What follows belongs to an exercise in optimizing a design on an open flow for small area; a production flow would make more cautious choices. In this exercise RTL edits were held to simulation tests only and were not proved equivalent to the original. Power is estimated from default activity; no workload was simulated.

## flow/config.mk

```make
export PLATFORM = sky130hd
export DESIGN_NAME = cache_ctrl_fsm
export DESIGN_NICKNAME = cache_ctrl_fsm
export VERILOG_FILES = /design/flow/design.v
export SDC_FILE = /design/flow/constraint.sdc
export NUM_CORES = 4
export LEC_CHECK = 0
export CAP_MARGIN = 20
export CORE_MARGIN = 2
export CORE_UTILIZATION = 70
export CTS_CLUSTER_DIAMETER = 70
export CTS_CLUSTER_SIZE = 25
export SLEW_MARGIN = 20
export SYNTH_HIERARCHICAL = 1
```

## flow/constraint.sdc

```tcl
create_clock -name core_clock -period 8.0 [get_ports {clk_i}]
set_input_delay 1.6000 -clock core_clock [delete_from_list [all_inputs] [get_ports {clk_i}]]
set_output_delay 1.6000 -clock core_clock [all_outputs]
set_load 0.01 [all_outputs]
```

## flow/design.v

```verilog
module cache_ctrl_fsm #(
  parameter int ADDR_W   = 32,
  parameter int INDEX_W  = 4,
  parameter int OFFSET_W = 4
) (
  input  logic                clk_i,
  input  logic                rst_i,
  input  logic                cpu_req_i,
  input  logic                cpu_we_i,
  input  logic [ADDR_W-1:0]   cpu_addr_i,
  output logic                cpu_ready_o,
  output logic                cpu_hit_o,
  output logic                busy_o,
  input  logic [1:0]          lru_way_i,
  output logic                lru_update_o,
  output logic [INDEX_W-1:0]  lru_set_o,
  output logic [1:0]          lru_access_way_o,
  output logic                mem_req_o,
  output logic                mem_we_o,
  output logic [ADDR_W-1:0]   mem_addr_o,
  input  logic                mem_ack_i,
  output logic                fill_pulse_o,
  output logic [15:0]         hit_count_o,
  output logic [15:0]         miss_count_o
);
  localparam int TAG_W = ADDR_W - INDEX_W - OFFSET_W;
  localparam int SETS  = 1 << INDEX_W;
  localparam int LINES = SETS * 4;
  localparam logic [2:0] S_IDLE = 3'b000;
  localparam logic [2:0] S_CMP  = 3'b001;
  localparam logic [2:0] S_WB   = 3'b011;
  localparam logic [2:0] S_RF   = 3'b010;
  localparam logic [2:0] S_FILL = 3'b110;
  localparam logic [2:0] S_RDYM = 3'b100;
  localparam logic [2:0] S_RDYH = 3'b101;
  logic [2:0]         state_q;
  logic [3:0]         rot_q;
  logic [TAG_W-1:0]   tag_q   [4][SETS];   
  logic [SETS-1:0]    dirty_q [4];         
  logic [2:0]         vcnt_q  [SETS];      
  logic               we_q;
  logic [TAG_W-1:0]   req_tag_q;
  logic [INDEX_W-1:0] idx_q;
  logic [1:0]         way_q;
  logic               st_idle, st_cmp, st_wb, st_rf, st_fill, st_rdym, st_rdyh;
  assign st_idle = (state_q == S_IDLE);
  assign st_cmp  = (state_q == S_CMP);
  assign st_wb   = (state_q == S_WB);
  assign st_rf   = (state_q == S_RF);
  assign st_fill = (state_q == S_FILL);
  assign st_rdym = (state_q == S_RDYM);
  assign st_rdyh = (state_q == S_RDYH);
  logic [SETS-1:0]    sel_q, nsel_s;
  logic [3:0]         cpos_s;
  logic               odd_s;
  assign nsel_s = {sel_q[SETS-2:0], sel_q[SETS-1]};
  assign cpos_s = cpu_addr_i[OFFSET_W +: INDEX_W] + rot_q;
  always_ff @(posedge clk_i) begin
    if (rst_i)                     sel_q <= SETS'(1);
    else if (st_idle && cpu_req_i) sel_q <= SETS'(1) << (cpos_s + 4'd1);
    else                           sel_q <= nsel_s;
  end
  always_comb begin
    odd_s = 1'b0;
    for (int j = 1; j < SETS; j += 2) odd_s = odd_s | sel_q[j];
  end
  logic [SETS/2-1:0]  rsel_s;
  logic [TAG_W-1:0]   ctag_s;
  logic [TAG_W-1:0]   rd_s [4];
  logic [3:0]         eq_s, drd_s, eq_q, drd_q, eqe_s, drde_s;
  always_comb begin
    for (int k = 0; k < SETS/2; k++)
      rsel_s[k] = st_idle ? (cpos_s == 4'(2*k)) : sel_q[2*k];
  end
  assign ctag_s = st_idle ? cpu_addr_i[ADDR_W-1 -: TAG_W] : req_tag_q;
  genvar gw, gk;
  generate
    for (gw = 0; gw < 4; gw++) begin : g_rd
      logic [SETS/2*(TAG_W+1)-1:0] din;
      for (gk = 0; gk < SETS/2; gk++) begin : g_din
        assign din[gk*(TAG_W+1) +: TAG_W+1] = {dirty_q[gw][2*gk], tag_q[gw][2*gk]};
      end
      logic [TAG_W:0] dout;
      cache_ctrl_fsm_rdmux #(.N(SETS/2), .W(TAG_W+1)) u_rd (
        .sel_i(rsel_s), .d_i(din), .q_o(dout)
      );
      assign rd_s[gw]  = dout[TAG_W-1:0];
      assign drd_s[gw] = dout[TAG_W];
      assign eq_s[gw] = (rd_s[gw] == ctag_s);
    end
  endgenerate
  always_ff @(posedge clk_i) begin
    eq_q  <= eq_s;
    drd_q <= drd_s;
  end
  assign eqe_s  = odd_s ? eq_q : eq_s;
  assign drde_s = odd_s ? drd_q : drd_s;
  logic [2:0]         vc_s;
  logic [3:0]         valid_s, match_s;
  logic               hit_s, allv_s, victim_dirty_s;
  logic [1:0]         hit_way_s, inv_way_s, victim_way_s;
  assign vc_s = vcnt_q[idx_q];
  assign valid_s = {vc_s[2] & ~vc_s[0], vc_s[2], vc_s[1], vc_s[1] | vc_s[0]};
  assign allv_s  = vc_s[2] & ~vc_s[0];
  assign inv_way_s = {vc_s[1], vc_s[0] & (vc_s[2] | ~vc_s[1])};
  assign match_s = valid_s & eqe_s;
  assign hit_s = |match_s;
  assign hit_way_s = {match_s[3] | match_s[2], match_s[3] | match_s[1]};
  assign victim_way_s = allv_s ? lru_way_i : inv_way_s;
  assign victim_dirty_s = allv_s & drde_s[lru_way_i];
  logic [1:0]         cway_s;
  logic [TAG_W-1:0]   rdw_s, wbtag_q;
  assign cway_s = st_cmp ? victim_way_s : way_q;
  assign rdw_s  = rd_s[cway_s];
  always_ff @(posedge clk_i) wbtag_q <= rdw_s;
  always_ff @(posedge clk_i) begin
    if (rst_i) begin
      state_q <= S_IDLE;
    end else begin
      case (state_q)
        S_IDLE:  if (cpu_req_i) state_q <= S_CMP;
        S_CMP:   state_q <= hit_s ? S_RDYH : (victim_dirty_s ? S_WB : S_RF);
        S_WB:    if (mem_ack_i) state_q <= S_RF;
        S_RF:    if (mem_ack_i) state_q <= S_FILL;
        S_FILL:  state_q <= S_RDYM;
        default: state_q <= S_IDLE;
      endcase
    end
  end
  always_ff @(posedge clk_i) begin
    if (rst_i) rot_q <= 4'd0;
    else       rot_q <= rot_q + 4'd1;
  end
  always_ff @(posedge clk_i) begin
    if (st_idle && cpu_req_i) begin
      we_q      <= cpu_we_i;
      req_tag_q <= cpu_addr_i[ADDR_W-1 -: TAG_W];
    end
  end
  always_ff @(posedge clk_i) begin
    if (rst_i) begin
      idx_q <= '0;
      way_q <= 2'd0;
    end else begin
      if (st_idle && cpu_req_i) idx_q <= cpu_addr_i[OFFSET_W +: INDEX_W];
      if (st_cmp) way_q <= hit_s ? hit_way_s : victim_way_s;
    end
  end
  always_ff @(posedge clk_i) begin
    for (int s = 0; s < SETS; s++) begin
      if (rst_i) vcnt_q[s] <= 3'b000;
      else if (st_rf && mem_ack_i && idx_q == 4'(s))
        vcnt_q[s] <= {vcnt_q[s][1], vcnt_q[s][1] | vcnt_q[s][0], ~vcnt_q[s][2]};
    end
  end
  logic tag_wr_s, dirty_wr_s;
  assign tag_wr_s = ~(st_cmp | st_wb);
  assign dirty_wr_s = st_rf | st_fill | st_rdym | ((st_rdyh | st_idle) & we_q);
  always_ff @(posedge clk_i) begin
    for (int w = 0; w < 4; w++) begin
      for (int j = 0; j < SETS; j++) begin
        if (j % 4 == 0 && tag_wr_s && way_q == 2'(w) && nsel_s[j])
          tag_q[w][j] <= req_tag_q;
        else
          tag_q[w][j] <= tag_q[w][(j + SETS - 1) % SETS];
        if (j % 2 == 0 && dirty_wr_s && way_q == 2'(w) && nsel_s[j])
          dirty_q[w][j] <= we_q;
        else
          dirty_q[w][j] <= dirty_q[w][(j + SETS - 1) % SETS];
      end
    end
  end
  assign cpu_ready_o      = st_rdyh | st_rdym;
  assign cpu_hit_o        = st_rdyh;
  assign busy_o           = ~st_idle;
  assign lru_update_o     = st_rdyh | st_rdym;
  assign lru_set_o        = idx_q;
  assign lru_access_way_o = way_q;
  assign mem_req_o        = st_wb | st_rf;
  assign mem_we_o         = st_wb;
  assign fill_pulse_o     = st_fill;
  assign mem_addr_o       = {({TAG_W{st_wb}} & (odd_s ? wbtag_q : rdw_s)) |
                             ({TAG_W{st_rf}} & req_tag_q),
                             idx_q & {INDEX_W{st_wb | st_rf}}, {OFFSET_W{1'b0}}};
  logic unused_s;
  assign unused_s = ^{cpu_addr_i[OFFSET_W-1:0]};
  logic [15:0] hit_cnt_q, miss_cnt_q;
  always_ff @(posedge clk_i) begin
    if (rst_i) begin
      hit_cnt_q  <= 16'd0;
      miss_cnt_q <= 16'd0;
    end else begin
      if (st_rdyh && hit_cnt_q != 16'hFFFF) hit_cnt_q <= hit_cnt_q + 16'd1;
      if (st_rdym && miss_cnt_q != 16'hFFFF) miss_cnt_q <= miss_cnt_q + 16'd1;
    end
  end
  assign hit_count_o  = hit_cnt_q;
  assign miss_count_o = miss_cnt_q;
endmodule
module cache_ctrl_fsm_rdmux #(
  parameter int N = 8,
  parameter int W = 25
) (
  input  logic [N-1:0]   sel_i,
  input  logic [N*W-1:0] d_i,
  output logic [W-1:0]   q_o
);
  always_comb begin
    q_o = '0;
    for (int k = 0; k < N; k++) q_o = q_o | (d_i[k*W +: W] & {W{sel_i[k]}});
  end
endmodule
```

## flow/run.sh

```bash
#!/bin/bash
# synth_recipe.tcl (not shown) runs the flow's synth.tcl, then flattens the netlist and writes it again
# the make line also repeats each setting of config.mk as NAME=value (left out here)
make -C /OpenROAD-flow-scripts/flow DESIGN_CONFIG=/design/flow/config.mk WORK_HOME=/design/flow/orfs CLKGATE_MAP_FILE= SYNTH_SCRIPT=/design/flow/synth_recipe.tcl finish
```

==> flow_summary.ini, run 1 <==
[outcome]
outcome = no timing/DRC/antenna violations

[sta]
hold_viol_final = 0
fin_crit_sh_pct = 94.8
final.setup_skew_ns = 0.0325
finalSetupViolCount = 0
fin_crit_ns = 7.58
hold_slack_ns = 0.318
rsz0062_at_grt = no
slew_headroom_pct = 27.3
drv_slew = 0
fmax_ghz = 0.132
tns_ns = 0
worst_pin_slew_ns = 1.09

[floorplanning]
dieHeight_um = 276
ioPinCount = 116
start_util_pct = 70.9
core_um2 = 73200
die_w_um = 276
rows = 99
dieArea_um2 = 76400

[clock_network]
h-tree-depth = 3
numCtsBuffers = 82
cts_hold_buf = 0
cts_sinks = 1766
clk_latency_ns = 0.68
clk_pin_slew_ns = 0.09
cts_setup_buffers = 0
cts_root_buffer = clkbuf_16
cts_tree = done
clk_path_buf_depth = 3
cts-resized-gates = 0

[finish]
drive_gt1_share_pct = 11.6
final_nets = 4252
area_growth_pct = 7.36
layout_commonest_cell = dfxtp_1
final_cell_mix = dfxtp_1, a22oi_1, nand2_1, mux2_2, o21ai_0

[worst_setup_path]
worstSetupStartpointType = input pin
crit_type = input pin to output port
crit_fanout = 22
cp.arrival_ns = 5.98
cp.required_ns = 6.40
reg2reg_depth = 20
endpoint_kind = output port

[power]
power_density_nw_per_um2 = 322
p_leak_nw = 20.9
irDropWorstVdd_mv = 0.221

[synthesis]
synth_compound_area_share_pct = 12.1
ys_async_sr_fraction_pct = 0
ys_ff_latch = 1766
avgSynthCellArea_um2 = 12.4
yosys-mux-area-fraction_pct = 5.66
synth_fa_ha_area_share_pct = 0.183
synth_edf_count = 25
syn_inst = 4204
yosysWarnings = 12
synth_top_family_by_area = compound AO/OA/AOI/OAI gates
syn_area_um2 = 51900
seq_area_frac_synth_pct = 68.6
ys_types = 84
synthSimpleGateAreaFrac_pct = 7.43
dominantRegCellSynth = dfxtp_1
synth_xor_area_share_pct = 2.19

[global_routing]
antenna_found_initial = 1
grt_pass1_vias = 31000
grt_pass1_wl_mm = 194
gr-usage-all-layers_pct = 33.4
grt_max_degree = 84
overflow = 0

[placement]
io_buffers = 107
dp_hpwl_mm = 79.9
gp_congestion = 0.972

[min_path]
hold_depth = 0
hold_class = flop to flop

[route]
drtIter0Drc = 3099
num_vias = 32300
drcViolationCount = 0
drtAntennaViolNets = 0
drt-pass1-iter-count = 6
totalWireLength_mm = 130
routedWlPerCell_um = 25.1
via_per_inst = 6.23

[job]
maxCapViolCount = 0
-- flip-flops by register name, indices dropped and copies added (netlist names), 2 cells and up --
name,cells
tag_q,1536
dirty_q,64
vcnt_q,48
req_tag_q,24
wbtag_q,24
hit_cnt_q,16
miss_cnt_q,16
sel_q,16
drd_q,4
eq_q,4
idx_q,4
rot_q,4
state_q,3
way_q,2
-- per-layer routing --
layer	vias to the layer above	GRT usage (%)	part of all wire, %
li1	14800	-	-
met1	15900	48.7	45
met2	1361	51.7	44
met3	268	4.28	7.4
met4	2	11.7	3.5
met5	-	0	0.0085
-- kinds of logic (layout without fill, tap and decap cells) --
logic type | Yosys count | count (layout)
compound gates | 900 | 900
xor+xnor | 130 | 130
fa+ha+maj | 7 | 7
buf+inv | 319 | 336
flops | 1766 | 1766
mux | 263 | 263
other cells | 1 | 6
simple gates | 818 | 818
-- synth_stat cells, drive strengths merged, types with 12 or more instances --
cell type / number / area (um^2)
dfxtp: 1741 / 34900
a22oi: 408 / 3060
nand2: 386 / 1450
mux2: 227 / 2560
o21ai: 224 / 1120
clkbuf: 140 / 526
buf: 130 / 1300
nor2: 130 / 495
nand4: 122 / 763
a21oi: 99 / 495
xor2: 69 / 604
xnor2: 61 / 534
inv: 44 / 165
nand3: 40 / 200
mux2i: 34 / 340
a32oi: 25 / 369
edfxtp: 25 / 751
a31o: 24 / 210
a32o: 24 / 240
nor3: 22 / 115
a31oi: 19 / 140
nor4: 18 / 113
o22ai: 18 / 113
or3: 14 / 87.6
nor2b: 13 / 81.3
and3: 12 / 75.1
-- report_power, final --
| group | total (mW) | internal [mW] | switching, mW | leakage, nW |
|---|---|---|---|---|
| logic | 2.91 | 0.974 | 1.93 | 5.46 |
| registers | 10.4 | 9.85 | 0.564 | 14.3 |
| clock network | 4.61 | 1.93 | 2.68 | 1.12 |
-- worst paths after layout --
check	startpoint	to	slack [ns]
worst max-delay path	cpu_addr_i[5]	mem_addr_o[23]	0.42
worst min-delay path	tag_q[13][1]$_DFF_P_	tag_q[14][1]$_DFF_P_	0.32
worst max register to register	rot_q[1]$_SDFF_PP0_	state_q[2]$_SDFFE_PP0P_	2.25
worst min register to register	tag_q[13][1]$_DFF_P_	tag_q[14][1]$_DFF_P_	0.32
-- stage by stage --
stage	worst slack (ns)	instance area [um^2]	power, mW	util, %	std cells
floorplan	2.17	51900	12.3	-	4207
global placement	0.551	53400	13.3	73.0	5080
detailed placement	0.516	53400	13.4	73.0	5080
CTS	0.487	55700	17.9	76.1	5182
global route	0.233	55800	18.5	76.2	5183
finish	0.419	55800	17.9	76.2	5185
-- worst max-delay path, cell delays in order --
cell and delay, ns:
clkdlybuf4s50_1 0.50, ha_1 0.33, a21o_1 0.18, a21oi_1 0.25, xnor2_1 0.16, nor2_1 0.33
nand3_1 0.18, nand2_4 0.41, buf_12 0.26, buf_4 0.18, a22oi_1 0.09, nand4_1 0.24
nand2_1 0.10, a32oi_2 0.24, a31o_2 0.27, clkdlybuf4s50_1 0.60
-- layout make-up --
| cell class | count | area, um^2 |
|---|---|---|
| Timing Repair Buffer | 185 | 1990 |
| Fill cell | 4825 | 17400 |
| Multi-Input combinational cell | 2122 | 14500 |
| Antenna cell | 2 | 5.00 |
| Sequential cell | 1766 | 35600 |
| Clock buffer | 87 | 2100 |
| Inverter | 49 | 184 |
| Tap cell | 959 | 1200 |
| Clock inverter | 15 | 191 |
==> inputs of run 2 (changes only) <==
--- a/flow/design.v
+++ b/flow/design.v
@@ -187,10 +187,14 @@
   logic [15:0] hit_cnt_q, miss_cnt_q;
-  always_ff @(posedge clk_i) begin
-    if (rst_i) begin
-      hit_cnt_q  <= 16'd0;
-      miss_cnt_q <= 16'd0;
-    end else begin
-      if (st_rdyh && hit_cnt_q != 16'hFFFF) hit_cnt_q <= hit_cnt_q + 16'd1;
-      if (st_rdym && miss_cnt_q != 16'hFFFF) miss_cnt_q <= miss_cnt_q + 16'd1;
-    end
+  logic [16:0] hc_s, mc_s;
+  always_comb begin
+    hc_s[0] = st_rdyh & ~(&hit_cnt_q);
+    mc_s[0] = st_rdym & ~(&miss_cnt_q);
+    for (int i = 0; i < 16; i++) begin
+      hc_s[i+1] = hc_s[i] & hit_cnt_q[i];
+      mc_s[i+1] = mc_s[i] & miss_cnt_q[i];
+    end
+  end
+  always_ff @(posedge clk_i) begin
+    hit_cnt_q  <= {16{~rst_i}} & (hit_cnt_q ^ hc_s[15:0]);
+    miss_cnt_q <= {16{~rst_i}} & (miss_cnt_q ^ mc_s[15:0]);
   end
--- a/flow/config.mk
+++ b/flow/config.mk
@@ -11,3 +11,4 @@
 export CTS_CLUSTER_DIAMETER = 70
-export CTS_CLUSTER_SIZE = 25
+export CTS_CLUSTER_SIZE = 28
+export PLACE_DENSITY = 0.85
 export SLEW_MARGIN = 20
==> flow_summary.ini, run 2 <==
[outcome]
outcome = no timing/DRC/antenna violations

[synthesis]
synth_xor_area_share_pct = 1.63
synth_top_family_by_area = compound AO/OA/AOI/OAI gates
yosysTopAreaCell = dfxtp_1
yosysWarnings = 12
synth_edf_count = 25
synth_top_area_share_pct = 67.4
ys_types = 87
avgSynthCellArea_um2 = 12.8
yosys.cell_count.top_type = dfxtp_1
yosys-top-cells-area = dfxtp_1, mux2_2, a22oi_1
synth_compound_area_share_pct = 10.5
dominantRegCellSynth = dfxtp_1
synthSimpleGateAreaFrac_pct = 6.84
syn_area_um2 = 51700
ys_async_sr_fraction_pct = 0
syn_inst = 4041
ys_ff_latch = 1766
synth_fa_ha_area_share_pct = 0.861
synthTopCellsByCount = dfxtp_1, a22oi_1, nand2_1, mux2_2, o21ai_0
seq_area_frac_synth_pct = 68.8
yosys-mux-area-fraction_pct = 7.64

[worst_setup_path]
crit_type = input pin to output port
crit_top_cell = nand2_1
cp.arrival_ns = 5.96
cp_top_family = buffers and inverters
path_cells = clkdlybuf4s50_1 > ha_1 > a21o_1 > a21oi_1 > xor2_1 > nor2_1 > nand2_1 > o21ai_4 > buf_4 > a22oi_1 > nand4_1 > mux4_2 > nand2_1 > nand2_1 > clkdlybuf4s50_1
path_buf_inv = 3
reg2reg_depth = 17
r2r-end = state_q[0]$_SDFFE_PP0P_
rrSetupSlack_ns = 2.16
endpoint_kind = output port
crit_fanout = 16
r2r-start = state_q[2]$_SDFFE_PP0P_
worstSetupStartpointType = input pin
cpMaxStageDelayCell = clkdlybuf4s50_1
cp.required_ns = 6.40
critPathMaxStageDelay_ns = 0.59

[sta]
hold_viol_final = 0
tns_ns = 0
slew_headroom_pct = 19.0
rsz0062_at_grt = no
fin_crit_sh_pct = 94.5
drv_slew = 0
worst_pin_slew_ns = 1.21
fmax_ghz = 0.132
final.setup_skew_ns = 0.0463
fin_crit_ns = 7.56
finalSetupViolCount = 0
setup_ws_ns = 0.439

[global_routing]
grt_pass1_vias = 31200
antenna_found_initial = 5
grt.busiest_layer = met2
grt_pass1_wl_mm = 190
gr-usage-all-layers_pct = 33.2
grtUsageMet3_pct = 5.11
grt_max_degree = 68
met2_usage_pct = 52.7
grt_util_met1_pct = 44.9
overflow = 0

[power]
p_leak_nw = 21.3
power_density_nw_per_um2 = 324
irDropWorstVdd_mv = 0.266

[route]
via_per_inst = 6.34
drtAntennaViolNets = 0
num_vias = 31800
totalWireLength_mm = 128
drcViolationCount = 0
routedWlPerCell_um = 25.5
drt-pass1-iter-count = 17
drtIter0Drc = 3314

[finish]
drive_gt1_share_pct = 12.4
seq_area_um2 = 35600
finalInstanceArea_um2 = 55200
reg_top3 = tag_q: 1536 flops, dirty_q: 64 flops, vcnt_q: 48 flops
fillCellCount = 4456
top_register = tag_q
layout_commonest_cell = dfxtp_1
largest_reg_flops = 1536
area_growth_pct = 6.79
final_nets = 4100
multiInputGateArea_um2 = 14300
final_cell_count_no_fill = 5016
final_cell_mix = dfxtp_1, a22oi_1, nand2_1, mux2_2, o21ai_0

[min_path]
hold_end = tag_q[58][5]$_DFF_P_
hp-start = tag_q[57][5]$_DFF_P_
hold_class = flop to flop
hold_depth = 0

[job]
maxCapViolCount = 0

[floorplanning]
die_w_um = 276
dieHeight_um = 276
rows = 99
dieArea_um2 = 76100
start_util_pct = 70.8
ioPinCount = 116
core_um2 = 73100

[placement]
io_buffers = 107
gp_congestion = 0.988
dp_hpwl_mm = 76.9
pre_cts_slack_ns = 0.598
placed_area_um2 = 53100
dp.cells = 4908

[clock_network]
numCtsBuffers = 75
clk_path_buf_depth = 3
cts_sinks = 1766
cts_setup_buffers = 0
cts_tree = done
h-tree-depth = 3
clk_pin_slew_ns = 0.10
cts_hold_buf = 0
clk_latency_ns = 0.66
cts_root_buffer = clkbuf_16
cts-resized-gates = 0
## run 2: kinds of logic after synthesis
group           after synthesis
compound gates              783
xor+xnor                     96
fa+ha+maj                    35
buf+inv                     315
flops                      1766
mux                         328
other cells                   1
simple gates                717
## run 2: worst max-delay path by stage
stage / from / endpoint / slack (ns) / cells after the start
6_report: cpu_addr_i[5] / mem_addr_o[17] / 0.44 / 15
5_1_grt: cpu_addr_i[5] / mem_addr_o[13] / 0.34 / 16
4_1_cts: cpu_addr_i[5] / mem_addr_o[9] / 0.56 / 15
3_5_place_dp: cpu_addr_i[5] / mem_addr_o[22] / 0.60 / 16
3_3_place_gp: cpu_addr_i[5] / mem_addr_o[22] / 0.65 / 16
2_1_floorplan: cpu_addr_i[5] / mem_addr_o[22] / 2.20 / 14
## run 2: per-layer routing
| metal | vias to the layer above | routed length (um) |
|---|---|---|
| li1 | 14200 | - |
| met1 | 15700 | 52900 |
| met2 | 1489 | 58800 |
| met3 | 381 | 10000 |
| met4 | 4 | 6190 |
| met5 | - | 25 |
## run 2: through the flow
stage          hold WS [ns]  power (mW)  utilization, %
6_report              0.313        17.9            75.6
3_3_place_gp          0.310        13.4            72.6
3_5_place_dp          0.312        13.5            72.6
5_1_grt               0.330        18.4            75.6
4_1_cts               0.321        17.8            75.6
2_1_floorplan         0.310        12.4               -
## run 2: final cells by class
type | instances | area share (%)
diodes | 6 | 0.0272
clock buffers | 88 | 3.60
clock inverters | 14 | 0.276
inverters | 54 | 0.367
multi-input cells | 1963 | 25.9
flip-flops and latches | 1766 | 64.4
well taps | 959 | 2.17
repair buffers | 166 | 3.17
## run 2: power breakdown
part / switching, mW / internal [mW] / total (mW)
sequential: 0.673 / 9.93 / 10.6
clock: 2.62 / 1.81 / 4.44
combinational: 1.90 / 0.953 / 2.85
==> inputs of run 3 (changes only) <==
--- a/flow/design.v
+++ b/flow/design.v
@@ -40,2 +40,3 @@
   logic [2:0]         vcnt_q  [SETS];      
+  logic               vinc_q;
   logic               we_q;
@@ -97,2 +98,11 @@
   assign drde_s = odd_s ? drd_q : drd_s;
+  logic [2:0]          vrd_s, vrd_q;
+  logic [SETS/2*3-1:0] vdin_s;
+  always_comb begin
+    for (int k = 0; k < SETS/2; k++) vdin_s[k*3 +: 3] = vcnt_q[2*k];
+  end
+  cache_ctrl_fsm_rdmux #(.N(SETS/2), .W(3)) u_vrd (
+    .sel_i(rsel_s), .d_i(vdin_s), .q_o(vrd_s)
+  );
+  always_ff @(posedge clk_i) vrd_q <= vrd_s;
   logic [2:0]         vc_s;
@@ -101,3 +111,3 @@
   logic [1:0]         hit_way_s, inv_way_s, victim_way_s;
-  assign vc_s = vcnt_q[idx_q];
+  assign vc_s = odd_s ? vrd_q : vrd_s;
   assign valid_s = {vc_s[2] & ~vc_s[0], vc_s[2], vc_s[1], vc_s[1] | vc_s[0]};
@@ -112,3 +122,3 @@
   logic [TAG_W-1:0]   rdw_s, wbtag_q;
-  assign cway_s = st_cmp ? victim_way_s : way_q;
+  assign cway_s = st_cmp ? lru_way_i : way_q;
   assign rdw_s  = rd_s[cway_s];
@@ -148,7 +158,15 @@
   end
-  always_ff @(posedge clk_i) begin
-    for (int s = 0; s < SETS; s++) begin
-      if (rst_i) vcnt_q[s] <= 3'b000;
-      else if (st_rf && mem_ack_i && idx_q == 4'(s))
-        vcnt_q[s] <= {vcnt_q[s][1], vcnt_q[s][1] | vcnt_q[s][0], ~vcnt_q[s][2]};
+  logic [2:0] vnew_s;
+  logic       vwr_s;
+  always_ff @(posedge clk_i) if (st_cmp) vinc_q <= ~hit_s & ~allv_s;
+  assign vwr_s  = (st_rf | st_fill | st_rdym) & vinc_q;
+  assign vnew_s = {way_q[1], way_q[1] | way_q[0], ~(way_q[1] & way_q[0])};
+  always_ff @(posedge clk_i) begin
+    for (int j = 0; j < SETS; j++) begin
+      if (j % 2 == 1)
+        vcnt_q[j] <= ~vcnt_q[j - 1] | {3{rst_i}};
+      else if (vwr_s && nsel_s[j])
+        vcnt_q[j] <= vnew_s & {3{~rst_i}};
+      else
+        vcnt_q[j] <= ~vcnt_q[(j + SETS - 1) % SETS] & {3{~rst_i}};
     end
--- a/flow/config.mk
+++ b/flow/config.mk
@@ -12,2 +12,3 @@
 export CTS_CLUSTER_SIZE = 28
+export GPL_ROUTABILITY_DRIVEN = 0
 export PLACE_DENSITY = 0.85
==> flow_summary.ini, run 3 <==
[finish]
reg_top3 = tag_q: 1536 flops, dirty_q: 64 flops, vcnt_q: 48 flops
final_cell_count_no_fill = 5060
fillCellCount = 4245
largest_reg_flops = 1536
area_growth_pct = 7.90
final_core_util_pct = 76.6
layout_commonest_cell = dfxtp_1
final_nets = 4163
final_cell_mix = dfxtp_1, a22oi_1, nand2_1, o21ai_0, mux2_2
drive_gt1_share_pct = 10.7
top_register = tag_q

[clock_network]
cts_sinks = 1770
clk_latency_ns = 0.68
cts_setup_buffers = 0
cts_root_buffer = clkbuf_16
cts_tree = done
clk_path_buf_depth = 3
numCtsBuffers = 75
cts-resized-gates = 0
clk_pin_slew_ns = 0.10
h-tree-depth = 3
cts_hold_buf = 0

[min_path]
hp-start = tag_q[29][17]$_DFF_P_
hold_class = flop to flop
hold_depth = 0
hold_end = tag_q[30][17]$_DFF_P_

[worst_setup_path]
cp.arrival_ns = 6.19
crit_fanout = 15
worstSetupStartpointType = input pin
cpMaxStageDelayCell = mux4_2
r2r-end = way_q[0]$_SDFFE_PP0P_
cp_top_family = buffers and inverters
path_cells = clkdlybuf4s50_1 > ha_1 > a21o_1 > a21oi_1 > xor2_1 > nor2_1 > nand3_1 > nand2_4 > buf_4 > a22oi_1 > nand4_1 > mux4_2 > mux2i_1 > o21ai_0 > buf_4 > clkdlybuf4s50_1
path_buf_inv = 4
cp.required_ns = 6.40
endpoint_kind = output port
critPathMaxStageDelay_ns = 0.64
r2r-start = state_q[2]$_SDFFE_PP0P_
reg2reg_depth = 17
rrSetupSlack_ns = 2.19
crit_type = input pin to output port

[sta]
fmax_ghz = 0.128
rsz0062_at_grt = no
drv_slew = 0
fin_crit_sh_pct = 97.4
tns_ns = 0
hold_viol_final = 0
hold_slack_ns = 0.323
final.setup_skew_ns = 0.0320
slew_headroom_pct = 25.3
worst_pin_slew_ns = 1.12
finalSetupViolCount = 0
fin_crit_ns = 7.79

[global_routing]
overflow = 0
grt_pass1_vias = 32300
grt_max_degree = 63
antenna_found_initial = 7
grt_pass1_wl_mm = 195
gr-usage-all-layers_pct = 34.6

[route]
drtIter0Drc = 3910
route.met2.wl_mm = 58.3
totalWireLength_mm = 131
drtAntennaViolNets = 0
met1_length_mm = 52.8
via_per_inst = 6.38
routedWlPerCell_um = 25.9
drt-pass1-iter-count = 11
dr.max_layer_used = met5
wl_met3_mm = 13.5
num_vias = 32300
drcViolationCount = 0

[floorplanning]
die_w_um = 274
dieArea_um2 = 74900
ioPinCount = 116
core_um2 = 71700
rows = 98
dieHeight_um = 274
start_util_pct = 71.0

[synthesis]
ys_ff_latch = 1770
syn_area_um2 = 50900
synthTopCellsByCount = dfxtp_1, a22oi_1, nand2_1, o21ai_0, mux2_2
ys_types = 69
avgSynthCellArea_um2 = 12.6
dominantRegCellSynth = dfxtp_1
yosys-top-cells-area = dfxtp_1, a22oi_1, mux2_2
synth_top_area_share_pct = 68.6
yosysTopAreaCell = dfxtp_1
synth_edf_count = 26
yosys.cell_count.top_type = dfxtp_1
yosysWarnings = 13
ys_async_sr_fraction_pct = 0
syn_inst = 4024
seq_area_frac_synth_pct = 70.1

[placement]
io_buffers = 107
dp.cells = 4962
dp_hpwl_mm = 79.3

[power]
pwr-share-comb_pct = 14.4
seq_power_share_pct = 60.0
power_mw = 17.5
p_leak_nw = 21.1
p_int_mw = 12.5
p_sw_share_pct = 28.2
pwr-share-clk_pct = 25.5
switching_power_mw = 4.92
irDropWorstVdd_mv = 0.292
power_density_nw_per_um2 = 318

[outcome]
outcome = no timing/DRC/antenna violations

[job]
maxCapViolCount = 0
[run 3: cell types whose count changed in the layout (fill, tap and decap cells not counted), moves of 17 or more]
cell | before | now
nor2_1 | 108 | 86
a22oi_1 | 412 | 429
buf_4 | 41 | 92
xnor2_1 | 60 | 34
nand2b_1 | 13 | 37
nand2_1 | 285 | 360
o21ai_0 | 162 | 279
a32oi_1 | 25 | 0
mux2_2 | 275 | 177
a21oi_1 | 70 | 27
nand3_1 | 25 | 7
[run 3: cell type report]
class                   count  area (um^2)  share of cell area, %
well taps                 950         1190                   2.16
repair buffers            220         2180                   3.96
diodes                      3         7.51                 0.0137
flip-flops and latches   1770        35700                   65.0
multi-input cells        1953        13500                   24.5
clock buffers              85         1980                   3.60
inverters                  69          259                  0.472
clock inverters            10          148                  0.269
[run 3: cell families after synthesis]
group,synth area share [%]
flip-flops,70.1
AO/OA/AOI/OAI,11.4
AND/OR/NAND/NOR,6.60
buffers and inverters,3.74
multiplexers,5.85
XOR/XNOR,1.43
adder cells (fa/ha/maj),0.875
other,0.00737
[run 3: worst max-delay path by stage]
stage	startpoint	cells past startpoint	endpoint	slack, ns
3_5_place_dp	cpu_addr_i[5]	16	mem_addr_o[31]	0.36
4_1_cts	cpu_addr_i[5]	16	mem_addr_o[31]	0.31
2_1_floorplan	cpu_addr_i[5]	20	way_q[0]$_SDFFE_PP0P_	1.90
3_3_place_gp	cpu_addr_i[5]	16	mem_addr_o[31]	0.42
5_1_grt	cpu_addr_i[5]	16	mem_addr_o[31]	0.04
6_report	cpu_addr_i[5]	16	mem_addr_o[31]	0.21
[run 3: metrics by stage]
| stage | setup slack, ns | area, um^2 |
|---|---|---|
| after floorplan | 1.90 | 50900 |
| after global placement | 0.421 | 52800 |
| after detailed placement | 0.362 | 52800 |
| after CTS | 0.311 | 54900 |
| after global routing | 0.0430 | 54900 |
| final | 0.208 | 54900 |
[run 3: power by group through the flow]
stage	Sequential, mW	Combinational, mW	Clock, mW
after detailed placement	10.6	2.41	0
final	10.5	2.52	4.46
after CTS	10.5	2.43	4.46
after global placement	10.6	2.37	0
after floorplan	10.4	1.66	0
after global routing	10.6	2.60	4.76
[run 3: metal layers]
metal | up-vias | track usage, %
met1 | 15700 | 47.5
li1 | 14200 | -
met5 | - | 0
met3 | 471 | 7.02
met4 | 8 | 15.8
met2 | 1871 | 53.4
==> inputs of run 4 (changes only) <==
--- a/flow/config.mk
+++ b/flow/config.mk
@@ -12,3 +12,2 @@
 export CTS_CLUSTER_SIZE = 28
-export GPL_ROUTABILITY_DRIVEN = 0
 export PLACE_DENSITY = 0.85
==> flow_summary.ini, run 4 <==
[synthesis]
synthTopCellsByCount = dfxtp_1, a22oi_1, nand2_1, o21ai_0, mux2_2
avgSynthCellArea_um2 = 12.6
synth_top_area_share_pct = 68.6
seq_area_frac_synth_pct = 70.1
syn_inst = 4024
yosysTopAreaCell = dfxtp_1
yosysWarnings = 13
syn_area_um2 = 50900
ys_ff_latch = 1770
synth_edf_count = 26
ys_types = 69
dominantRegCellSynth = dfxtp_1
yosys-top-cells-area = dfxtp_1, a22oi_1, mux2_2
ys_async_sr_fraction_pct = 0
yosys.cell_count.top_type = dfxtp_1

[route]
via_per_inst = 6.36
drt-pass1-iter-count = 6
totalWireLength_mm = 133
routedWlPerCell_um = 26.2
drtIter0Drc = 3804
drtAntennaViolNets = 0
drcViolationCount = 0
num_vias = 32300

[sta]
hold_viol_final = 0
final.setup_skew_ns = 0.0246
worst_pin_slew_ns = 1.12
drv_slew = 0
finalSetupViolCount = 0
fmax_ghz = 0.129
tns_ns = 0
fin_crit_sh_pct = 96.5
rsz0062_at_grt = no
slew_headroom_pct = 25.6
fin_crit_ns = 7.72

[finish]
reg_top3 = tag_q: 1536 flops, dirty_q: 64 flops, vcnt_q: 48 flops
largest_reg_flops = 1536
fillCellCount = 4344
multiInputGateArea_um2 = 13500
drive_gt1_share_pct = 11.1
final_core_util_pct = 76.7
area_growth_pct = 8.16
final_cell_mix = dfxtp_1, a22oi_1, nand2_1, o21ai_0, mux2_2
top_register = tag_q
layout_commonest_cell = dfxtp_1
final_cell_count_no_fill = 5074
final_nets = 4176
seq_area_um2 = 35700

[clock_network]
clk_path_buf_depth = 3
clk_latency_ns = 0.66
clk_pin_slew_ns = 0.10
h-tree-depth = 3
cts_hold_buf = 0
cts-resized-gates = 0
cts_sinks = 1770
numCtsBuffers = 75
cts_tree = done
cts_setup_buffers = 0
cts_root_buffer = clkbuf_16

[global_routing]
grt_max_degree = 69
overflow = 0
met2_usage_pct = 54.4
grtUsageMet3_pct = 5.75
grt_pass1_vias = 31900
antenna_found_initial = 9
grt_util_met1_pct = 48.2
grt_pass1_wl_mm = 197
grt.busiest_layer = met2
gr-usage-all-layers_pct = 35.0

[worst_setup_path]
endpoint_kind = output port
path_buf_inv = 4
cpMaxStageDelayCell = mux4_2
path_cells = clkdlybuf4s50_1 > ha_1 > a21o_1 > a21oi_1 > xnor2_1 > nor2_1 > nand3_1 > nand2_4 > buf_12 > a22oi_1 > nand4_1 > mux4_2 > mux2i_1 > o21ai_0 > buf_4 > clkdlybuf4s50_1
crit_type = input pin to output port
worstSetupStartpointType = input pin
crit_top_cell = clkdlybuf4s50_1
cp.arrival_ns = 6.12
reg2reg_depth = 20
critPathMaxStageDelay_ns = 0.64
path_depth = 16
cp_top_family = buffers and inverters
crit_fanout = 22
cp.required_ns = 6.40

[power]
irDropWorstVdd_mv = 0.301
power_mw = 17.4
power_density_nw_per_um2 = 317
p_leak_nw = 21.1

[placement]
io_buffers = 107
dp.cells = 4970
dp_hpwl_mm = 80.9
gp_congestion = 1.03

[floorplanning]
core_um2 = 71700
ioPinCount = 116
start_util_pct = 71.0
dieHeight_um = 274
dieArea_um2 = 74900
rows = 98
die_w_um = 274

[min_path]
hold_class = flop to flop
hold_depth = 0

[outcome]
outcome = no timing/DRC/antenna violations

[job]
maxCapViolCount = 0
-- run 4: cell counts after synthesis --
Identical to the previous run, type by type.
-- run 4: per-stage QoR --
step | worst slack [ns] | instance area (um^2) | hold slack, ns
finish | 0.278 | 55000 | 0.328
global route | 0.144 | 55000 | 0.334
CTS | 0.142 | 55000 | 0.315
detailed placement | 0.178 | 52900 | 0.312
global placement | 0.241 | 52900 | 0.310
floorplan | 1.90 | 50900 | 0.310
-- run 4: per-layer routing --
metal	share of wire [%]	vias to the layer above
met4	4.8	12
met2	45	1765
met1	40	15900
li1	-	14200
met3	9.6	407
met5	0.053	-
-- run 4: path summary, 6_finish.rpt --
kind | from | endpoint | slack [ns]
setup / recovery | cpu_addr_i[5] | mem_addr_o[31] | 0.28
hold / removal | tag_q[37][16]$_DFF_P_ | tag_q[38][16]$_DFF_P_ | 0.33
setup reg to reg | rot_q[1]$_SDFF_PP0_ | way_q[0]$_SDFFE_PP0P_ | 2.22
hold reg to reg | tag_q[37][16]$_DFF_P_ | tag_q[38][16]$_DFF_P_ | 0.33
-- run 4: layout make-up --
type	instances	share of cell area (%)
multi-input combinational	1953	24.5
sequential	1770	64.8
tap	950	2.16
antenna	1	0.00455
clock inverter	14	0.293
clock buffer	84	3.55
timing repair buffer	233	4.22
inverter	69	0.470
-- run 4: cell families after synthesis --
kind of cell    Yosys count  synth area share [%]
compound gates          866                  11.4
xor+xnor                 83                  1.43
fa+ha+maj                35                 0.875
buf+inv                 304                  3.74
flops                  1770                  70.1
mux                     243                  5.85
other cells               1               0.00737
simple gates            722                  6.60
-- run 4: power breakdown --
group	internal, mW	switching (mW)
Combinational	0.846	1.71
Sequential	9.89	0.588
Clock	1.79	2.62
==> inputs of run 5 (changes only) <==
--- a/flow/config.mk
+++ b/flow/config.mk
@@ -7,2 +7,3 @@
 export LEC_CHECK = 0
+export ABC_AREA = 1
 export CAP_MARGIN = 20
@@ -14,2 +15 @@
 export SLEW_MARGIN = 20
-export SYNTH_HIERARCHICAL = 1
==> flow_summary.ini, run 5 <==
[global_routing]
grt_util_met1_pct = 46.3
grtUsageMet3_pct = 6.07
grt.busiest_layer = met2
met2_usage_pct = 54.4
grt_pass1_vias = 36000
gr-usage-all-layers_pct = 34.3
grt_pass1_wl_mm = 202
grt_max_degree = 82
antenna_found_initial = 4
overflow = 0

[synthesis]
synthTopCellsByCount = nand2_1, dfxtp_1, o21ai_0, nor2_1, inv_1
ys_types = 42
dominantRegCellSynth = dfxtp_1
avgSynthCellArea_um2 = 9.38
yosys-mux-area-fraction_pct = 0.0435
ys_async_sr_fraction_pct = 0
yosysTopAreaCell = dfxtp_1
synthSimpleGateAreaFrac_pct = 20.1
yosys.cell_count.top_type = nand2_1
ys_ff_latch = 1770
yosys-top-cells-area = dfxtp_1, nand2_1, o21ai_0
syn_inst = 5524
synth_edf_count = 26
synth_top_area_share_pct = 67.4
synth_compound_area_share_pct = 6.34
yosysWarnings = 7
seq_area_frac_synth_pct = 68.9
syn_area_um2 = 51800
synth_top_family_by_area = simple AND/OR/NAND/NOR gates
synth_fa_ha_area_share_pct = 0.908
synth_xor_area_share_pct = 0.183

[power]
p_leak_nw = 24.0
p_sw_share_pct = 30.3
power_density_nw_per_um2 = 320
pwr-share-comb_pct = 18.3
irDropWorstVdd_mv = 0.515
switching_power_mw = 5.44
p_int_mw = 12.5
seq_power_share_pct = 56.6
pwr-share-clk_pct = 25.1

[clock_network]
cts_tree = done
cts_setup_buffers = 0
h-tree-depth = 3
cts-resized-gates = 0
cts_hold_buf = 0
clk_latency_ns = 0.68
cts_sinks = 1770
clk_path_buf_depth = 3
clk_pin_slew_ns = 0.10
cts_root_buffer = clkbuf_16
numCtsBuffers = 74

[placement]
io_buffers = 107
pre_cts_slack_ns = 0.588
gp_congestion = 0.879
dp_hpwl_mm = 78.6

[finish]
reg_top3 = tag_q: 1536 flops, dirty_q: 64 flops, vcnt_q: 48 flops
multiInputGateArea_um2 = 14500
top_register = tag_q
fillCellCount = 4782
largest_reg_flops = 1536
drive_gt1_share_pct = 3.66
layout_commonest_cell = nand2_1
final_cell_mix = nand2_1, dfxtp_1, o21ai_0, nor2_1, inv_1
area_growth_pct = 7.89
final_nets = 5614
seq_area_um2 = 35700

[min_path]
hp-start = tag_q[37][18]$_DFF_P_
hold_class = flop to flop
hold_end = tag_q[38][18]$_DFF_P_
hold_depth = 0

[route]
drt-pass1-iter-count = 19
routedWlPerCell_um = 20.3
num_vias = 37000
drtAntennaViolNets = 0
drcViolationCount = 0
totalWireLength_mm = 132
via_per_inst = 5.67
drtIter0Drc = 4031

[worst_setup_path]
critPathMaxStageDelay_ns = 0.64
cpMaxStageDelayCell = clkdlybuf4s50_1
worstSetupStartpointType = input pin
crit_fanout = 65
cp.arrival_ns = 5.98
crit_type = input pin to output port
r2r-end = state_q[1]$_SDFFE_PP0P_
endpoint_kind = output port
crit_top_cell = nand2_1
path_buf_inv = 4
rrSetupSlack_ns = 3.13
r2r-start = rot_q[0]$_SDFF_PP0_
path_cells = clkdlybuf4s50_1 > ha_1 > fa_1 > inv_1 > nand2_1 > nor2_1 > nand3_1 > nand2_8 > buf_12 > nand2_1 > nand2_1 > nor2_1 > nand2_1 > nand2_1 > nand4_1 > nor2_1 > o22ai_1 > clkdlybuf4s50_1
cp.required_ns = 6.40
cp_top_family = simple AND/OR/NAND/NOR gates
reg2reg_depth = 24

[floorplanning]
rows = 99
start_util_pct = 70.9
dieHeight_um = 276
ioPinCount = 116
die_w_um = 276
core_um2 = 73100
dieArea_um2 = 76200

[job]
maxCapViolCount = 0

[sta]
rsz0062_at_grt = no
fin_crit_ns = 7.58
final.setup_skew_ns = 0.0211
drv_slew = 0
slew_headroom_pct = 28.2
setup_ws_ns = 0.419
fin_crit_sh_pct = 94.8
hold_slack_ns = 0.317
tns_ns = 0
fmax_ghz = 0.132
finalSetupViolCount = 0
hold_viol_final = 0
worst_pin_slew_ns = 1.08

[outcome]
outcome = no timing/DRC/antenna violations
==> run 5: final cells by class <==
class	count	share of cell area (%)
Clock buffer	99	3.69
Timing Repair Buffer	179	3.19
Sequential cell	1770	63.8
Multi-Input combinational cell	3361	25.9
Tap cell	959	2.15
Inverter	152	1.02
Clock inverter	6	0.163
Antenna cell	1	0.00448
==> run 5: power by group through the flow <==
stage          logic [mW]  registers, mW  clock network [mW]
4_1_cts              3.18           10.1                4.49
3_3_place_gp         3.08           10.3                   0
3_5_place_dp         3.14           10.3                   0
2_1_floorplan        1.86           10.2                   0
6_report             3.28           10.1                4.49
5_1_grt              3.48           10.2                4.80
==> run 5: cell families (layout without fill, tap and decap cells) <==
logic type / Yosys count / after routing
other cells: 1 / 5
fa+ha+maj: 37 / 37
compound gates: 623 / 623
xor+xnor: 10 / 10
mux: 1 / 1
flops: 1770 / 1770
simple gates: 2686 / 2686
buf+inv: 396 / 436
==> run 5: through the flow <==
stage,power [mW],instance area (um^2),utilization (%),instances
finish,17.9,55900,76.5,6527
global route,18.5,55900,76.5,6527
CTS,17.8,55900,76.5,6526
detailed placement,13.5,53800,73.6,6421
global placement,13.4,53800,73.6,6421
floorplan,12.1,51800,-,5527
==> run 5: worst register-to-register path, cell delays in order, from the launching register on <==
cell and delay [ns]:
dfxtp_1 0.40, ha_1 0.21, fa_1 0.46, inv_1 0.09, nand2_1 0.10, nor2_1 0.26
nand3_1 0.19, nand2_4 0.37, buf_4 0.38, buf_4 0.32, nand2_1 0.09, nand2_1 0.07
nor2_1 0.06, nand3_1 0.08, nand2_1 0.07, nor2_1 0.17, nand2_1 0.15, nor2_1 0.30
nand3_1 0.30, nand2_1 0.13, nand2_1 0.08, nand4_1 0.20, nor2_1 0.12, nor2_1 0.10
nor2_1 0.04
==> run 5: how the worst max path moves through the flow <==
stage                  startpoint             end  slack, ns  cells past startpoint
floorplan           cpu_addr_i[4]  mem_addr_o[11]       2.66                     17
global placement    cpu_addr_i[4]  mem_addr_o[25]       0.69                     18
finish              cpu_addr_i[4]  mem_addr_o[14]       0.42                     18
detailed placement  cpu_addr_i[4]   mem_addr_o[9]       0.59                     17
CTS                 cpu_addr_i[4]   mem_addr_o[9]       0.55                     17
global route        cpu_addr_i[4]   mem_addr_o[8]       0.22                     18
==> run 5: metal layers <==
layer / wire length [um] / up-vias
met2: 58600 / 1816
met1: 53700 / 17400
li1: - / 17300
met5: 15 / -
met4: 6600 / 4
met3: 13300 / 436
==> inputs of run 6 (changes only) <==
--- a/flow/config.mk
+++ b/flow/config.mk
@@ -7,9 +7,9 @@
 export LEC_CHECK = 0
-export ABC_AREA = 1
 export CAP_MARGIN = 20
 export CORE_MARGIN = 2
-export CORE_UTILIZATION = 70
+export CORE_UTILIZATION = 80
 export CTS_CLUSTER_DIAMETER = 70
 export CTS_CLUSTER_SIZE = 28
-export PLACE_DENSITY = 0.85
+export PLACE_DENSITY = 0.95
 export SLEW_MARGIN = 20
+export SYNTH_HIERARCHICAL = 1
==> flow_summary.ini, run 6 <==
[synthesis]
yosys-top-cells-area = dfxtp_1, a22oi_1, mux2_2
synthSimpleGateAreaFrac_pct = 6.60
yosysTopAreaCell = dfxtp_1
seq_area_frac_synth_pct = 70.1
synth_top_area_share_pct = 68.6
syn_area_um2 = 50900
synth_compound_area_share_pct = 11.4
syn_inst = 4024
yosys.cell_count.top_type = dfxtp_1
synth_top_family_by_area = compound AO/OA/AOI/OAI gates
synth_fa_ha_area_share_pct = 0.875
ys_ff_latch = 1770
synth_xor_area_share_pct = 1.43
ys_types = 69
avgSynthCellArea_um2 = 12.6
ys_async_sr_fraction_pct = 0
synth_edf_count = 26
dominantRegCellSynth = dfxtp_1
yosysWarnings = 13
synthTopCellsByCount = dfxtp_1, a22oi_1, nand2_1, o21ai_0, mux2_2
yosys-mux-area-fraction_pct = 5.85

[floorplanning]
start_util_pct = 80.8
core_um2 = 63000
dieHeight_um = 256
ioPinCount = 116
rows = 92
die_w_um = 256
dieArea_um2 = 65700

[finish]
largest_reg_flops = 1536
fillCellCount = 2521
top_register = tag_q
final_nets = 4184
drive_gt1_share_pct = 11.2
area_growth_pct = 7.86
finalInstanceArea_um2 = 54900
layout_commonest_cell = dfxtp_1
reg_top3 = tag_q: 1536 flops, dirty_q: 64 flops, vcnt_q: 48 flops
final_cell_mix = dfxtp_1, a22oi_1, nand2_1, o21ai_0, mux2_2

[route]
drt-pass1-iter-count = 9
totalWireLength_mm = 153
drtAntennaViolNets = 0
drcViolationCount = 0
routedWlPerCell_um = 30.6
via_per_inst = 7.02
drtIter0Drc = 5145
num_vias = 34900

[placement]
io_buffers = 107
gp_congestion = 1.04
dp_hpwl_mm = 86.1
placed_area_um2 = 52700

[worst_setup_path]
rrSetupSlack_ns = 1.82
path_buf_inv = 4
path_depth = 16
critPathMaxStageDelay_ns = 0.59
r2r-start = state_q[2]$_SDFFE_PP0P_
reg2reg_depth = 20
r2r-end = way_q[0]$_SDFFE_PP0P_
crit_fanout = 17
worstSetupStartpointType = input pin
crit_path_start = cpu_addr_i[5]
path_cells = clkdlybuf4s50_1 > ha_1 > a21o_1 > a21oi_2 > xnor2_1 > nor2_1 > nand2_1 > o21ai_4 > buf_4 > a22oi_1 > nand4_1 > mux4_2 > mux2i_1 > o21ai_0 > buf_4 > clkdlybuf4s50_1
cp_top_family = buffers and inverters
cpMaxStageDelayCell = o21ai_4
endpoint_kind = output port
cp.required_ns = 6.40
worstSetupEndpoint = mem_addr_o[23]
crit_type = input pin to output port
cp.arrival_ns = 6.50

[clock_network]
cts_root_buffer = clkbuf_16
clk_pin_slew_ns = 0.10
numCtsBuffers = 74
cts_tree = done
cts_hold_buf = 0
h-tree-depth = 3
clk_path_buf_depth = 3
cts_sinks = 1770
clk_latency_ns = 0.69

[sta]
slew_headroom_pct = 24.0
fin_crit_ns = 8.10
drv_slew = 0
fmax_ghz = 0.124
hold_viol_final = 0
final.setup_skew_ns = 0.0286
worst_pin_slew_ns = 1.14
finalSetupViolCount = 2
fin_crit_sh_pct = 101
setup_ws_ns = -0.0959

[job]
maxCapViolCount = 0

[global_routing]
grt_pass1_vias = 36500
overflow = 0
grt_max_degree = 113
antenna_found_initial = 4
grt_pass1_wl_mm = 225
gr-usage-all-layers_pct = 45.7

[power]
irDropWorstVdd_mv = 0.296
power_density_nw_per_um2 = 322
p_leak_nw = 21.2
power_mw = 17.7

[min_path]
hold_class = flop to flop

[outcome]
outcome = complete, but fails checks
so_faults = setup timing
## run 6: what timing repair did
action | CTS | global route
setup buffers | 0 | 7
endpoints found under the setup margin | 0 | 10
resized for setup | 0 | 1
## run 6: how the worst min path moves through the flow
stage                           from               endpoint  slack (ns)  cells past startpoint
2_1_floorplan    tag_q[9][0]$_DFF_P_   tag_q[10][0]$_DFF_P_        0.31                      0
3_3_place_gp    tag_q[1][19]$_DFF_P_   tag_q[2][19]$_DFF_P_        0.31                      0
3_5_place_dp     tag_q[1][3]$_DFF_P_    tag_q[2][3]$_DFF_P_        0.31                      0
4_1_cts        tag_q[53][17]$_DFF_P_  tag_q[54][17]$_DFF_P_        0.33                      0
5_1_grt        tag_q[53][17]$_DFF_P_  tag_q[54][17]$_DFF_P_        0.33                      0
6_report        tag_q[5][15]$_DFF_P_   tag_q[6][15]$_DFF_P_        0.33                      0
## run 6: power by group
group / switching (mW) / internal [mW]
Clock: 2.68 / 1.79
Combinational: 1.77 / 0.847
Sequential: 0.684 / 9.89
Total: 5.13 / 12.5
## run 6: worst reg2reg max path: stages (launching register included)
cell       delay [ns]
dfxtp_1          0.45
nor3_4           0.22
buf_4            0.54
inv_2            0.21
buf_4            0.36
nand2_1          0.21
o21ai_4          0.08
buf_12           0.17
buf_4            0.17
buf_12           0.16
a22oi_1          0.31
nand4_1          0.40
xor2_1           0.32
a221oi_1         0.39
nand2_1          0.11
o41ai_1          0.40
o211ai_1         0.18
or4_1            0.71
o221ai_4         0.29
a2111oi_1        0.12
o31a_1           0.29
## run 6: final cells by class
cell class	count	area (um^2)	share of cell area, %
tap	846	1060	1.93
clock inverter	10	119	0.217
sequential	1770	35700	65.0
inverter	69	259	0.472
antenna	4	10.0	0.0182
multi-input combinational	1953	13500	24.5
clock buffer	85	1970	3.58
timing repair buffer	242	2320	4.22
## run 6: metal layers
layer | routed length, um | GRT usage [%] | vias up
met2 | 69200 | 71.9 | 2937
met3 | 19100 | 12.4 | 934
met4 | 11900 | 31.3 | 4
li1 | - | - | 14200
met1 | 52400 | 55.1 | 16900
met5 | 27 | 0 | -
## run 6: cells by family (layout without fill, tap and decap cells)
| group | after synthesis | count (layout) |
|---|---|---|
| other | 1 | 8 |
| and+or+nand+nor | 722 | 722 |
| buffers and inverters | 304 | 406 |
| xor gates and xnor gates | 83 | 83 |
| adders and majority gates | 35 | 35 |
| muxes | 243 | 243 |
| AOI/OAI and AO/OA | 866 | 866 |
| DFF | 1770 | 1770 |
## run 6: per-stage QoR
step	setup slack, ns	utilization (%)	TNS (ns)	instances	hold slack (ns)
3_3_place_gp	0.387	83.7	0	4873	0.310
6_report	-0.0959	87.2	-0.114	4979	0.326
4_1_cts	0.139	87.0	0	4968	0.326
5_1_grt	-0.0941	87.2	-0.0941	4976	0.327
2_1_floorplan	1.90	-	0	4027	0.310
3_5_place_dp	0.276	83.7	0	4873	0.312
==> inputs of run 7 (changes only) <==
--- a/flow/config.mk
+++ b/flow/config.mk
@@ -9,6 +9,6 @@
 export CORE_MARGIN = 2
-export CORE_UTILIZATION = 80
+export CORE_UTILIZATION = 75
 export CTS_CLUSTER_DIAMETER = 70
 export CTS_CLUSTER_SIZE = 28
-export PLACE_DENSITY = 0.95
+export PLACE_DENSITY = 0.9
 export SLEW_MARGIN = 20
==> flow_summary.ini, run 7 <==
[outcome]
outcome = no timing/DRC/antenna violations

[worst_setup_path]
cp.arrival_ns = 6.16
rrSetupSlack_ns = 2.14
cp.required_ns = 6.40
worstSetupStartpointType = input pin
crit_type = input pin to output port
critPathMaxStageDelay_ns = 0.66
crit_fanout = 19
endpoint_kind = output port
crit_top_cell = clkdlybuf4s50_1
cpMaxStageDelayCell = clkdlybuf4s50_1
path_cells = clkdlybuf4s50_1 > ha_1 > a21o_1 > a21oi_1 > xor2_1 > nor2_1 > nand2_1 > o21ai_4 > buf_4 > a22oi_1 > nand4_1 > mux4_2 > mux2i_1 > o21ai_0 > clkdlybuf4s50_1

[clock_network]
numCtsBuffers = 74
cts_tree = done
h-tree-depth = 3
clk_pin_slew_ns = 0.10
cts_setup_buffers = 0
cts-resized-gates = 0
cts_hold_buf = 0
cts_root_buffer = clkbuf_16
cts_sinks = 1770
clk_latency_ns = 0.67
clk_path_buf_depth = 3

[min_path]
hold_class = flop to flop

[floorplanning]
rows = 95
dieArea_um2 = 70000
start_util_pct = 75.8
dieHeight_um = 265
core_um2 = 67200
ioPinCount = 116
die_w_um = 265

[synthesis]
yosys.cell_count.top_type = dfxtp_1
synth_edf_count = 26
yosysTopAreaCell = dfxtp_1
avgSynthCellArea_um2 = 12.6
synthTopCellsByCount = dfxtp_1, a22oi_1, nand2_1, o21ai_0, mux2_2
seq_area_frac_synth_pct = 70.1
ys_async_sr_fraction_pct = 0
yosys-top-cells-area = dfxtp_1, a22oi_1, mux2_2
ys_types = 69
syn_area_um2 = 50900
ys_ff_latch = 1770
synth_top_area_share_pct = 68.6
syn_inst = 4024
dominantRegCellSynth = dfxtp_1
yosysWarnings = 13

[route]
drtIter0Drc = 4104
via_per_inst = 6.60
drcViolationCount = 0
totalWireLength_mm = 139
drtAntennaViolNets = 0
routedWlPerCell_um = 27.9
drt-pass1-iter-count = 7
num_vias = 32800

[sta]
fin_crit_sh_pct = 97.0
tns_ns = 0
rsz0062_at_grt = no
setup_ws_ns = 0.240
fmax_ghz = 0.129
finalSetupViolCount = 0
slew_headroom_pct = 26.0
final.setup_skew_ns = 0.0207
drv_slew = 0
fin_crit_ns = 7.76
hold_viol_final = 0
worst_pin_slew_ns = 1.11

[power]
power_density_nw_per_um2 = 320
p_leak_nw = 20.9
power_mw = 17.4
irDropWorstVdd_mv = 0.280

[finish]
largest_reg_flops = 1536
seq_area_um2 = 35700
top_register = tag_q
multiInputGateArea_um2 = 13500
drive_gt1_share_pct = 10.3
reg_top3 = tag_q: 1536 flops, dirty_q: 64 flops, vcnt_q: 48 flops
final_cell_mix = dfxtp_1, a22oi_1, nand2_1, o21ai_0, mux2_2
area_growth_pct = 7.18
final_nets = 4138
final_core_util_pct = 81.2
layout_commonest_cell = dfxtp_1
fillCellCount = 3337

[global_routing]
gr-usage-all-layers_pct = 39.2
grt_pass1_vias = 33700
antenna_found_initial = 9
overflow = 0
grt_pass1_wl_mm = 207
grt_max_degree = 113

[placement]
pre_cts_slack_ns = 0.428
gp_congestion = 0.978
io_buffers = 107
dp_hpwl_mm = 82.0

[job]
maxCapViolCount = 0
==> run 7: cell type report <==
| class | instances | area share (%) |
|---|---|---|
| timing repair buffer | 196 | 3.55 |
| sequential | 1770 | 65.4 |
| inverter | 69 | 0.475 |
| clock inverter | 13 | 0.234 |
| clock buffer | 84 | 3.62 |
| multi-input combinational | 1953 | 24.7 |
| antenna | 3 | 0.0138 |
| tap | 873 | 2.00 |
==> run 7: metal layers <==
metal  vias to the layer above  part of all wire (%)  global-route usage [%]
met5                         -                 0.037                       0
met4                         8                   5.9                    21.6
met3                       551                    10                    8.93
met2                      2074                    46                    62.4
met1                     16000                    37                    49.9
li1                      14100                     -                       -
==> run 7: worst paths after layout <==
path | startpoint | endpoint | cells after the start
worst max register to register | rot_q[1]$_SDFF_PP0_ | way_q[0]$_SDFFE_PP0P_ | 21
worst min-delay path | tag_q[1][0]$_DFF_P_ | tag_q[2][0]$_DFF_P_ | 0
worst min register to register | tag_q[1][0]$_DFF_P_ | tag_q[2][0]$_DFF_P_ | 0
worst max-delay path | cpu_addr_i[5] | mem_addr_o[31] | 15
==> run 7: logic make-up (layout without fill, tap and decap cells) <==
group                      Yosys count  after routing  synth area share (%)
adders and majority gates           35             35                 0.875
AOI/OAI and AO/OA                  866            866                  11.4
other                                1              7               0.00737
DFF                               1770           1770                  70.1
xor gates and xnor gates            83             83                  1.43
buffers and inverters              304            362                  3.74
and+or+nand+nor                    722            722                  6.60
muxes                              243            243                  5.85
==> run 7: power breakdown <==
| group | leakage (nW) | switching, mW | internal [mW] |
|---|---|---|---|
| registers | 14.3 | 0.627 | 9.89 |
| logic | 5.55 | 1.68 | 0.804 |
| clock network | 1.03 | 2.63 | 1.80 |
==> run 7: per-stage QoR <==
stage / cell area (um^2) / instances / hold slack (ns)
after floorplan: 50900 / 4027 / 0.310
after global placement: 52400 / 4861 / 0.310
after detailed placement: 52400 / 4861 / 0.312
after CTS: 54500 / 4958 / 0.325
after global routing: 54500 / 4958 / 0.334
final: 54500 / 4961 / 0.320
==> run 7: critical path, delay by kind of cell <==
family | cells | cell delay, ns
adder cells (fa/ha/maj) | 1 | 0.33
AO/OA/AOI/OAI | 5 | 1.34
AND/OR/NAND/NOR | 3 | 0.79
XOR/XNOR | 1 | 0.15
buffers and inverters | 3 | 1.51
multiplexers | 2 | 0.41

-- static timing again, ports no longer ideal --
In the flow no input, the clock included, has a driving cell. The finished layouts below were timed again as built, in two steps.
Step 1 sets driving cells, clkbuf_16 on the clock port and buf_2 on the other inputs (assumed; they add their load-dependent delay and slew).
Step 2 times the ports against the registers' clock, not the clock port: input delays grow and output delays shrink by t, the midpoint of the rising clock arrivals with the driver on.
Three values: ideal ports, drivers, drivers and shift; two values: the first two.
run	t, ns	setup WS [ns]	cell pins on the clock port's net
run 1	0.740	0.419 / 0.391 / 0.391	1
run 2	0.711	0.439 / 0.405 / 0.405	1
run 3	0.730	0.208 / 0.177 / 0.177	1
run 4	0.722	0.278 / 0.252 / 0.252	1
run 5	0.728	0.419 / 0.398 / 0.398	1
run 6	0.742	-0.096 / -0.125 / -0.125	1
run 7	0.737	0.240 / 0.209 / 0.209	1
For run 2, which loses most, drivers alone change the setup slack by -0.034 ns; drivers and shift together by -0.034 ns.
